Source: an optimization exercise on an open RTL-to-GDS flow (aim: small area). Production flows keep margins and buffers that such runs may drop. Function was checked by simulation only, so behaviour that the tests miss may differ from the original.

==> inputs of trial 86 <==
==> flow/design.v <==
module reg_read_bank #(
    parameter int WIDTH = 32,
    parameter int SIZE  = 5
) (
    input  logic             clk,
    input  logic             reset,
    input  logic             we,
    input  logic [SIZE-1:0]  wr_addr,
    input  logic [WIDTH-1:0] wr_data,
    input  logic             rd_req,
    input  logic [SIZE-1:0]  rd_addr_a,
    input  logic [SIZE-1:0]  rd_addr_b,
    output logic [WIDTH-1:0] rd_data_a,
    output logic [WIDTH-1:0] rd_data_b,
    output logic             rd_valid
);
    localparam int DEPTH = 2 ** SIZE;
    localparam int NTERM = DEPTH;
    logic [DEPTH-1:1] wsel;      
    logic [DEPTH-1:1] wsel_n;
    logic [DEPTH-1:1] valid;     
    logic [NTERM-1:0] sel_a;     
    logic [NTERM-1:0] sel_b;
    logic [DEPTH*WIDTH-1:WIDTH] qv;    
    always_comb begin
        for (int i = 1; i < DEPTH; i++) begin
            wsel[i]   = we && (wr_addr == SIZE'(i));
            wsel_n[i] = !wsel[i];
            sel_a[i]  = rd_req && valid[i] && (rd_addr_a == SIZE'(i));
            sel_b[i]  = rd_req && valid[i] && (rd_addr_b == SIZE'(i));
        end
        sel_a[0] = !rd_req;
        sel_b[0] = !rd_req;
    end
    always_ff @(posedge clk or negedge reset) begin
        if (!reset) begin
            valid <= '0;
        end else begin
            valid <= valid | wsel;
        end
    end
    for (genvar i = 1; i < DEPTH; i++) begin : g_ent
        logic [WIDTH-1:0] word;
        logic [WIDTH-1:0] word_d;
        for (genvar b = 0; b < WIDTH; b++) begin : g_bit
            rb_ao22 u_wr (
                .a0(word[b]), .s0(wsel_n[i]), .a1(wr_data[b]), .s1(wsel[i]), .y(word_d[b])
            );
        end
        always_ff @(posedge clk) begin
            word <= word_d;
        end
        assign qv[i*WIDTH +: WIDTH] = word;
    end
    logic [WIDTH-1:0] next_a;
    logic [WIDTH-1:0] next_b;
    rb_read_port #(.WIDTH(WIDTH), .NTERM(NTERM)) u_port_a (
        .d({qv, rd_data_a}), .sel(sel_a), .y(next_a)
    );
    rb_read_port #(.WIDTH(WIDTH), .NTERM(NTERM)) u_port_b (
        .d({qv, rd_data_b}), .sel(sel_b), .y(next_b)
    );
    always_ff @(posedge clk or negedge reset) begin
        if (!reset) begin
            rd_data_a <= '0;
            rd_data_b <= '0;
            rd_valid  <= 1'b0;
        end else begin
            rd_data_a <= next_a;
            rd_data_b <= next_b;
            rd_valid  <= rd_req;
        end
    end
endmodule
module rb_read_port #(
    parameter int WIDTH = 32,
    parameter int NTERM = 32
) (
    input  logic [NTERM*WIDTH-1:0] d,
    input  logic [NTERM-1:0]       sel,
    output logic [WIDTH-1:0]       y
);
    localparam int NG3  = (NTERM - 2) / 3;           
    localparam int NREM = NTERM - 3 * NG3;           
    localparam int NQ   = NG3 / 4;                   
    localparam int NLEFT = NG3 - 4 * NQ;             
    for (genvar b = 0; b < WIDTH; b++) begin : g_bit
        logic [NG3-1:0] g_n;     
        logic [NQ:0]    p;       
        logic           z;       
        for (genvar g = 0; g < NG3; g++) begin : g_grp
            rb_aoi222 u_aoi (
                .a0(d[(3*g)*WIDTH+b]),   .s0(sel[3*g]),
                .a1(d[(3*g+1)*WIDTH+b]), .s1(sel[3*g+1]),
                .a2(d[(3*g+2)*WIDTH+b]), .s2(sel[3*g+2]),
                .y(g_n[g])
            );
        end
        for (genvar k = 0; k < NQ; k++) begin : g_nand4
            rb_nand4 u_nand (.a(g_n[4*k]), .b(g_n[4*k+1]), .c(g_n[4*k+2]), .d(g_n[4*k+3]), .y(p[k]));
        end
        if (NLEFT == 0) begin : g_left0
            assign p[NQ] = 1'b0;
        end else if (NLEFT == 1) begin : g_left1
            assign p[NQ] = !g_n[4*NQ];
        end else if (NLEFT == 2) begin : g_left2
            rb_nand2 u_nand (.a(g_n[4*NQ]), .b(g_n[4*NQ+1]), .y(p[NQ]));
        end else begin : g_left3
            assign p[NQ] = !(&g_n[NG3-1:4*NQ]);
        end
        if (NREM == 2) begin : g_rem2
            rb_ao22 u_ao (
                .a0(d[(3*NG3)*WIDTH+b]),   .s0(sel[3*NG3]),
                .a1(d[(3*NG3+1)*WIDTH+b]), .s1(sel[3*NG3+1]),
                .y(z)
            );
        end else begin : g_remn
            always_comb begin
                z = 1'b0;
                for (int t = 3 * NG3; t < NTERM; t++) begin
                    z = z | (d[t*WIDTH+b] & sel[t]);
                end
            end
        end
        if (NQ == 2) begin : g_or4
            rb_or4 u_or (.a(p[0]), .b(p[1]), .c(p[2]), .d(z), .y(y[b]));
        end else begin : g_orn
            assign y[b] = (|p) | z;
        end
    end
endmodule
module rb_ao22 (
    input  logic a0, s0, a1, s1,
    output logic y
);
    assign y = (a0 & s0) | (a1 & s1);
endmodule
module rb_aoi222 (
    input  logic a0, s0, a1, s1, a2, s2,
    output logic y
);
    assign y = !((a0 & s0) | (a1 & s1) | (a2 & s2));
endmodule
module rb_nand4 (
    input  logic a, b, c, d,
    output logic y
);
    assign y = !(a & b & c & d);
endmodule
module rb_or4 (
    input  logic a, b, c, d,
    output logic y
);
    assign y = a | b | c | d;
endmodule
module rb_nand2 (
    input  logic a, b,
    output logic y
);
    assign y = !(a & b);
endmodule
==> flow/flow/run.sh <==
#!/bin/bash
# Own layout flow: the standard layout (standard.sh, standard synthesis unchanged) with two
# changes to how the layout is built:
# - clock tree synthesis without dummy loads, with larger sink clusters on clkbuf_16 leaf buffers
#   (fewer clock buffers; flip-flop clock slew stays near 110 ps in estimates);
# - each port still gets its own buffer, but of the smallest buffer cell.
# Each tool's full output goes to its own log under orfs/logs/; make's output to std_flow.log.
set -euo pipefail
CTS="-sink_clustering_enable -repair_clock_nets -dont_use_dummy_load"
CTS="$CTS -buf_list {sky130_fd_sc_hd__clkbuf_8 sky130_fd_sc_hd__clkbuf_16}"
CTS="$CTS -root_buf sky130_fd_sc_hd__clkbuf_16 -sink_clustering_buffer sky130_fd_sc_hd__clkbuf_16"
CTS="$CTS -sink_clustering_size 28 -sink_clustering_max_diameter 80"
bash standard.sh \
    "CTS_ARGS=$CTS" \
    "BUFFER_PORTS_ARGS=-buffer_cell sky130_fd_sc_hd__buf_1" \
    finish > std_flow.log 2>&1
==> flow/standard.sh <==
#!/bin/bash
# synth_recipe.tcl (not shown) runs the flow's synth.tcl, then flattens the netlist and writes it again
# the make line also repeats each setting of config.mk as NAME=value (left out here)
make -C /OpenROAD-flow-scripts/flow DESIGN_CONFIG=/design/flow/config.mk WORK_HOME=/design/flow/orfs CLKGATE_MAP_FILE= SYNTH_SCRIPT=/design/flow/synth_recipe.tcl "${@:-finish}"
==> flow/config.mk <==
export PLATFORM = sky130hd
export DESIGN_NAME = reg_read_bank
export DESIGN_NICKNAME = reg_read_bank
export VERILOG_FILES = /design/flow/design.v
export SDC_FILE = /design/flow/constraint.sdc
export NUM_CORES = 4
export LEC_CHECK = 0
export CAP_MARGIN = 10
export CORE_MARGIN = 2
export CORE_UTILIZATION = 50
export PLACE_DENSITY = 0.65
export SLEW_MARGIN = 10
export SYNTH_HIERARCHICAL = 1
==> flow/constraint.sdc <==
create_clock -name core_clock -period 5.0 [get_ports {clk}]
set_input_delay 1.0000 -clock core_clock [delete_from_list [all_inputs] [get_ports {clk}]]
set_output_delay 1.0000 -clock core_clock [all_outputs]
set_load 0.01 [all_outputs]
==> build 40 (differences from trial 86) <==
--- a/flow/design.v
+++ b/flow/design.v
@@ -16,27 +16,51 @@
 );
     localparam int DEPTH = 2 ** SIZE;
     localparam int NTERM = DEPTH;
-    logic [DEPTH-1:1] wsel;      
-    logic [DEPTH-1:1] wsel_n;
-    logic [DEPTH-1:1] valid;     
-    logic [NTERM-1:0] sel_a;     
-    logic [NTERM-1:0] sel_b;
-    logic [DEPTH*WIDTH-1:WIDTH] qv;    
+    localparam int NH    = 2;                        
+    localparam int HW    = WIDTH / NH;               
+    localparam int LOB   = SIZE - SIZE / 2;          
+    localparam int HIB   = SIZE / 2;                 
+    logic [DEPTH-1:1]       valid;       
+    logic [2**LOB-1:0]      w_lo;        
+    logic [2**HIB-1:0]      w_hi;        
+    logic [2**LOB-1:0]      a_lo;        
+    logic [2**HIB-1:0]      a_hi;        
+    logic [2**LOB-1:0]      b_lo;
+    logic [2**HIB-1:0]      b_hi;
+    logic [DEPTH-1:1]       wsel   [NH];     
+    logic [DEPTH-1:1]       wsel_n [NH];
+    logic [NTERM-1:0]       sel_a  [NH];     
+    logic [NTERM-1:0]       sel_b  [NH];
+    logic [DEPTH*WIDTH-1:WIDTH] qv;          
     always_comb begin
-        for (int i = 1; i < DEPTH; i++) begin
-            wsel[i]   = we && (wr_addr == SIZE'(i));
-            wsel_n[i] = !wsel[i];
-            sel_a[i]  = rd_req && valid[i] && (rd_addr_a == SIZE'(i));
-            sel_b[i]  = rd_req && valid[i] && (rd_addr_b == SIZE'(i));
-        end
-        sel_a[0] = !rd_req;
-        sel_b[0] = !rd_req;
+        for (int k = 0; k < 2 ** LOB; k++) begin
+            w_lo[k] = (wr_addr[LOB-1:0] == LOB'(k));
+            a_lo[k] = (rd_addr_a[LOB-1:0] == LOB'(k));
+            b_lo[k] = (rd_addr_b[LOB-1:0] == LOB'(k));
+        end
+        for (int m = 0; m < 2 ** HIB; m++) begin
+            w_hi[m] = we && (wr_addr[SIZE-1:LOB] == HIB'(m));
+            a_hi[m] = rd_req && (rd_addr_a[SIZE-1:LOB] == HIB'(m));
+            b_hi[m] = rd_req && (rd_addr_b[SIZE-1:LOB] == HIB'(m));
+        end
+    end
+    for (genvar h = 0; h < NH; h++) begin : g_half
+        for (genvar i = 1; i < DEPTH; i++) begin : g_dec
+            localparam int LO = i % (2 ** LOB);
+            localparam int HI = i / (2 ** LOB);
+            rb_and2  u_w  (.a(w_hi[HI]), .b(w_lo[LO]), .y(wsel[h][i]));
+            rb_nand2 u_wn (.a(w_hi[HI]), .b(w_lo[LO]), .y(wsel_n[h][i]));
+            rb_and3  u_a  (.a(a_hi[HI]), .b(a_lo[LO]), .c(valid[i]), .y(sel_a[h][i]));
+            rb_and3  u_b  (.a(b_hi[HI]), .b(b_lo[LO]), .c(valid[i]), .y(sel_b[h][i]));
+        end
+        assign sel_a[h][0] = !rd_req;
+        assign sel_b[h][0] = !rd_req;
     end
     always_ff @(posedge clk or negedge reset) begin
         if (!reset) begin
             valid <= '0;
         end else begin
-            valid <= valid | wsel;
+            valid <= valid | wsel[0];
         end
     end
     for (genvar i = 1; i < DEPTH; i++) begin : g_ent
@@ -44,7 +68,8 @@
         logic [WIDTH-1:0] word_d;
         for (genvar b = 0; b < WIDTH; b++) begin : g_bit
             rb_ao22 u_wr (
-                .a0(word[b]), .s0(wsel_n[i]), .a1(wr_data[b]), .s1(wsel[i]), .y(word_d[b])
+                .a0(word[b]), .s0(wsel_n[b / HW][i]), .a1(wr_data[b]), .s1(wsel[b / HW][i]),
+                .y(word_d[b])
             );
         end
         always_ff @(posedge clk) begin
@@ -54,12 +79,18 @@
     end
     logic [WIDTH-1:0] next_a;
     logic [WIDTH-1:0] next_b;
-    rb_read_port #(.WIDTH(WIDTH), .NTERM(NTERM)) u_port_a (
-        .d({qv, rd_data_a}), .sel(sel_a), .y(next_a)
-    );
-    rb_read_port #(.WIDTH(WIDTH), .NTERM(NTERM)) u_port_b (
-        .d({qv, rd_data_b}), .sel(sel_b), .y(next_b)
-    );
+    for (genvar h = 0; h < NH; h++) begin : g_rd
+        logic [DEPTH*HW-1:HW] qh;    
+        for (genvar i = 1; i < DEPTH; i++) begin : g_q
+            assign qh[i*HW +: HW] = qv[i*WIDTH + h*HW +: HW];
+        end
+        rb_read_port #(.WIDTH(HW), .NTERM(NTERM)) u_port_a (
+            .d({qh, rd_data_a[h*HW +: HW]}), .sel(sel_a[h]), .y(next_a[h*HW +: HW])
+        );
+        rb_read_port #(.WIDTH(HW), .NTERM(NTERM)) u_port_b (
+            .d({qh, rd_data_b[h*HW +: HW]}), .sel(sel_b[h]), .y(next_b[h*HW +: HW])
+        );
+    end
     always_ff @(posedge clk or negedge reset) begin
         if (!reset) begin
             rd_data_a <= '0;
@@ -153,6 +184,18 @@
 );
     assign y = a | b | c | d;
 endmodule
+module rb_and3 (
+    input  logic a, b, c,
+    output logic y
+);
+    assign y = a & b & c;
+endmodule
+module rb_and2 (
+    input  logic a, b,
+    output logic y
+);
+    assign y = a & b;
+endmodule
 module rb_nand2 (
     input  logic a, b,
     output logic y
- CAP_MARGIN: 10 -> 20
- CORE_UTILIZATION: 50 -> 40
- PLACE_DENSITY: 0.65 -> 0.6
- SLEW_MARGIN: 10 -> 20
==> build 11 (differences from trial 86) <==
--- a/flow/design.v
+++ b/flow/design.v
@@ -16,27 +16,51 @@
 );
     localparam int DEPTH = 2 ** SIZE;
     localparam int NTERM = DEPTH;
-    logic [DEPTH-1:1] wsel;      
-    logic [DEPTH-1:1] wsel_n;
-    logic [DEPTH-1:1] valid;     
-    logic [NTERM-1:0] sel_a;     
-    logic [NTERM-1:0] sel_b;
-    logic [DEPTH*WIDTH-1:WIDTH] qv;    
+    localparam int NH    = 2;                        
+    localparam int HW    = WIDTH / NH;               
+    localparam int LOB   = SIZE - SIZE / 2;          
+    localparam int HIB   = SIZE / 2;                 
+    logic [DEPTH-1:1]       valid;       
+    logic [2**LOB-1:0]      w_lo;        
+    logic [2**HIB-1:0]      w_hi;        
+    logic [2**LOB-1:0]      a_lo;        
+    logic [2**HIB-1:0]      a_hi;        
+    logic [2**LOB-1:0]      b_lo;
+    logic [2**HIB-1:0]      b_hi;
+    logic [DEPTH-1:1]       wsel   [NH];     
+    logic [DEPTH-1:1]       wsel_n [NH];
+    logic [NTERM-1:0]       sel_a  [NH];     
+    logic [NTERM-1:0]       sel_b  [NH];
+    logic [DEPTH*WIDTH-1:WIDTH] qv;          
     always_comb begin
-        for (int i = 1; i < DEPTH; i++) begin
-            wsel[i]   = we && (wr_addr == SIZE'(i));
-            wsel_n[i] = !wsel[i];
-            sel_a[i]  = rd_req && valid[i] && (rd_addr_a == SIZE'(i));
-            sel_b[i]  = rd_req && valid[i] && (rd_addr_b == SIZE'(i));
-        end
-        sel_a[0] = !rd_req;
-        sel_b[0] = !rd_req;
+        for (int k = 0; k < 2 ** LOB; k++) begin
+            w_lo[k] = (wr_addr[LOB-1:0] == LOB'(k));
+            a_lo[k] = (rd_addr_a[LOB-1:0] == LOB'(k));
+            b_lo[k] = (rd_addr_b[LOB-1:0] == LOB'(k));
+        end
+        for (int m = 0; m < 2 ** HIB; m++) begin
+            w_hi[m] = we && (wr_addr[SIZE-1:LOB] == HIB'(m));
+            a_hi[m] = rd_req && (rd_addr_a[SIZE-1:LOB] == HIB'(m));
+            b_hi[m] = rd_req && (rd_addr_b[SIZE-1:LOB] == HIB'(m));
+        end
+    end
+    for (genvar h = 0; h < NH; h++) begin : g_half
+        for (genvar i = 1; i < DEPTH; i++) begin : g_dec
+            localparam int LO = i % (2 ** LOB);
+            localparam int HI = i / (2 ** LOB);
+            rb_and2  u_w  (.a(w_hi[HI]), .b(w_lo[LO]), .y(wsel[h][i]));
+            rb_nand2 u_wn (.a(w_hi[HI]), .b(w_lo[LO]), .y(wsel_n[h][i]));
+            rb_and3  u_a  (.a(a_hi[HI]), .b(a_lo[LO]), .c(valid[i]), .y(sel_a[h][i]));
+            rb_and3  u_b  (.a(b_hi[HI]), .b(b_lo[LO]), .c(valid[i]), .y(sel_b[h][i]));
+        end
+        assign sel_a[h][0] = !rd_req;
+        assign sel_b[h][0] = !rd_req;
     end
     always_ff @(posedge clk or negedge reset) begin
         if (!reset) begin
             valid <= '0;
         end else begin
-            valid <= valid | wsel;
+            valid <= valid | wsel[0];
         end
     end
     for (genvar i = 1; i < DEPTH; i++) begin : g_ent
@@ -44,7 +68,8 @@
         logic [WIDTH-1:0] word_d;
         for (genvar b = 0; b < WIDTH; b++) begin : g_bit
             rb_ao22 u_wr (
-                .a0(word[b]), .s0(wsel_n[i]), .a1(wr_data[b]), .s1(wsel[i]), .y(word_d[b])
+                .a0(word[b]), .s0(wsel_n[b / HW][i]), .a1(wr_data[b]), .s1(wsel[b / HW][i]),
+                .y(word_d[b])
             );
         end
         always_ff @(posedge clk) begin
@@ -54,12 +79,18 @@
     end
     logic [WIDTH-1:0] next_a;
     logic [WIDTH-1:0] next_b;
-    rb_read_port #(.WIDTH(WIDTH), .NTERM(NTERM)) u_port_a (
-        .d({qv, rd_data_a}), .sel(sel_a), .y(next_a)
-    );
-    rb_read_port #(.WIDTH(WIDTH), .NTERM(NTERM)) u_port_b (
-        .d({qv, rd_data_b}), .sel(sel_b), .y(next_b)
-    );
+    for (genvar h = 0; h < NH; h++) begin : g_rd
+        logic [DEPTH*HW-1:HW] qh;    
+        for (genvar i = 1; i < DEPTH; i++) begin : g_q
+            assign qh[i*HW +: HW] = qv[i*WIDTH + h*HW +: HW];
+        end
+        rb_read_port #(.WIDTH(HW), .NTERM(NTERM)) u_port_a (
+            .d({qh, rd_data_a[h*HW +: HW]}), .sel(sel_a[h]), .y(next_a[h*HW +: HW])
+        );
+        rb_read_port #(.WIDTH(HW), .NTERM(NTERM)) u_port_b (
+            .d({qh, rd_data_b[h*HW +: HW]}), .sel(sel_b[h]), .y(next_b[h*HW +: HW])
+        );
+    end
     always_ff @(posedge clk or negedge reset) begin
         if (!reset) begin
             rd_data_a <= '0;
@@ -153,6 +184,18 @@
 );
     assign y = a | b | c | d;
 endmodule
+module rb_and3 (
+    input  logic a, b, c,
+    output logic y
+);
+    assign y = a & b & c;
+endmodule
+module rb_and2 (
+    input  logic a, b,
+    output logic y
+);
+    assign y = a & b;
+endmodule
 module rb_nand2 (
     input  logic a, b,
     output logic y
- CAP_MARGIN: 10 -> 20
- SLEW_MARGIN: 10 -> 20
==> run summary <==
Sequential share of layout area: build 11 > build 40 > trial 86.
Build 40 passed the timing, design-rule and antenna checks. Build 11 passed the timing, design-rule and antenna checks. Trial 86 finished but fails on max-capacitance violations, max-slew violations.
Maximum frequency, highest first: trial 86, build 11, build 40.
Final cell count: build 40 > trial 86 > build 11.
Utilization: trial 86 > build 11 > build 40.
The lowest global-route usage belongs to build 40, the highest to trial 86.
Against build 40, the critical path depth of trial 86 is higher by 1.
Between trial 86 and build 40, the lower clock-buffer cell count is in trial 86 (gap 1).
Area after synthesis is the same in build 11 and build 40.

[re-timing with driven ports]
No port has a modelled driver above. Below, the same layouts with a new extraction and two added sets of constraints. Step 1, drivers: a clkbuf_16 drives clk and a buf_2 each remaining input, both assumed. Step 2, shift: input delay + t, output delay - t, t = (earliest + latest rising clock arrival at the registers) / 2. This alone moves slack from input paths to output paths. Slacks: ideal ports / drivers / drivers and shift; pairs: ideal ports / drivers.
run	t, ns	slack for setup (ns)	worst setup path after step 2	clock arrival spread, ns	slew at the worst register clock pin (ns)
trial 86	0.705	1.400 / 1.441 / 0.736	input to register	0.057 / 0.056	0.12 / 0.12
build 40	0.713	1.267 / 1.305 / 0.593	input to register	0.079 / 0.079	0.11 / 0.11
build 11	0.708	1.375 / 1.411 / 0.703	input to register	0.065 / 0.065	0.11 / 0.11
The setup slack of build 40, which loses most, moves by +0.038 ns with the drivers and by -0.674 ns with both steps.
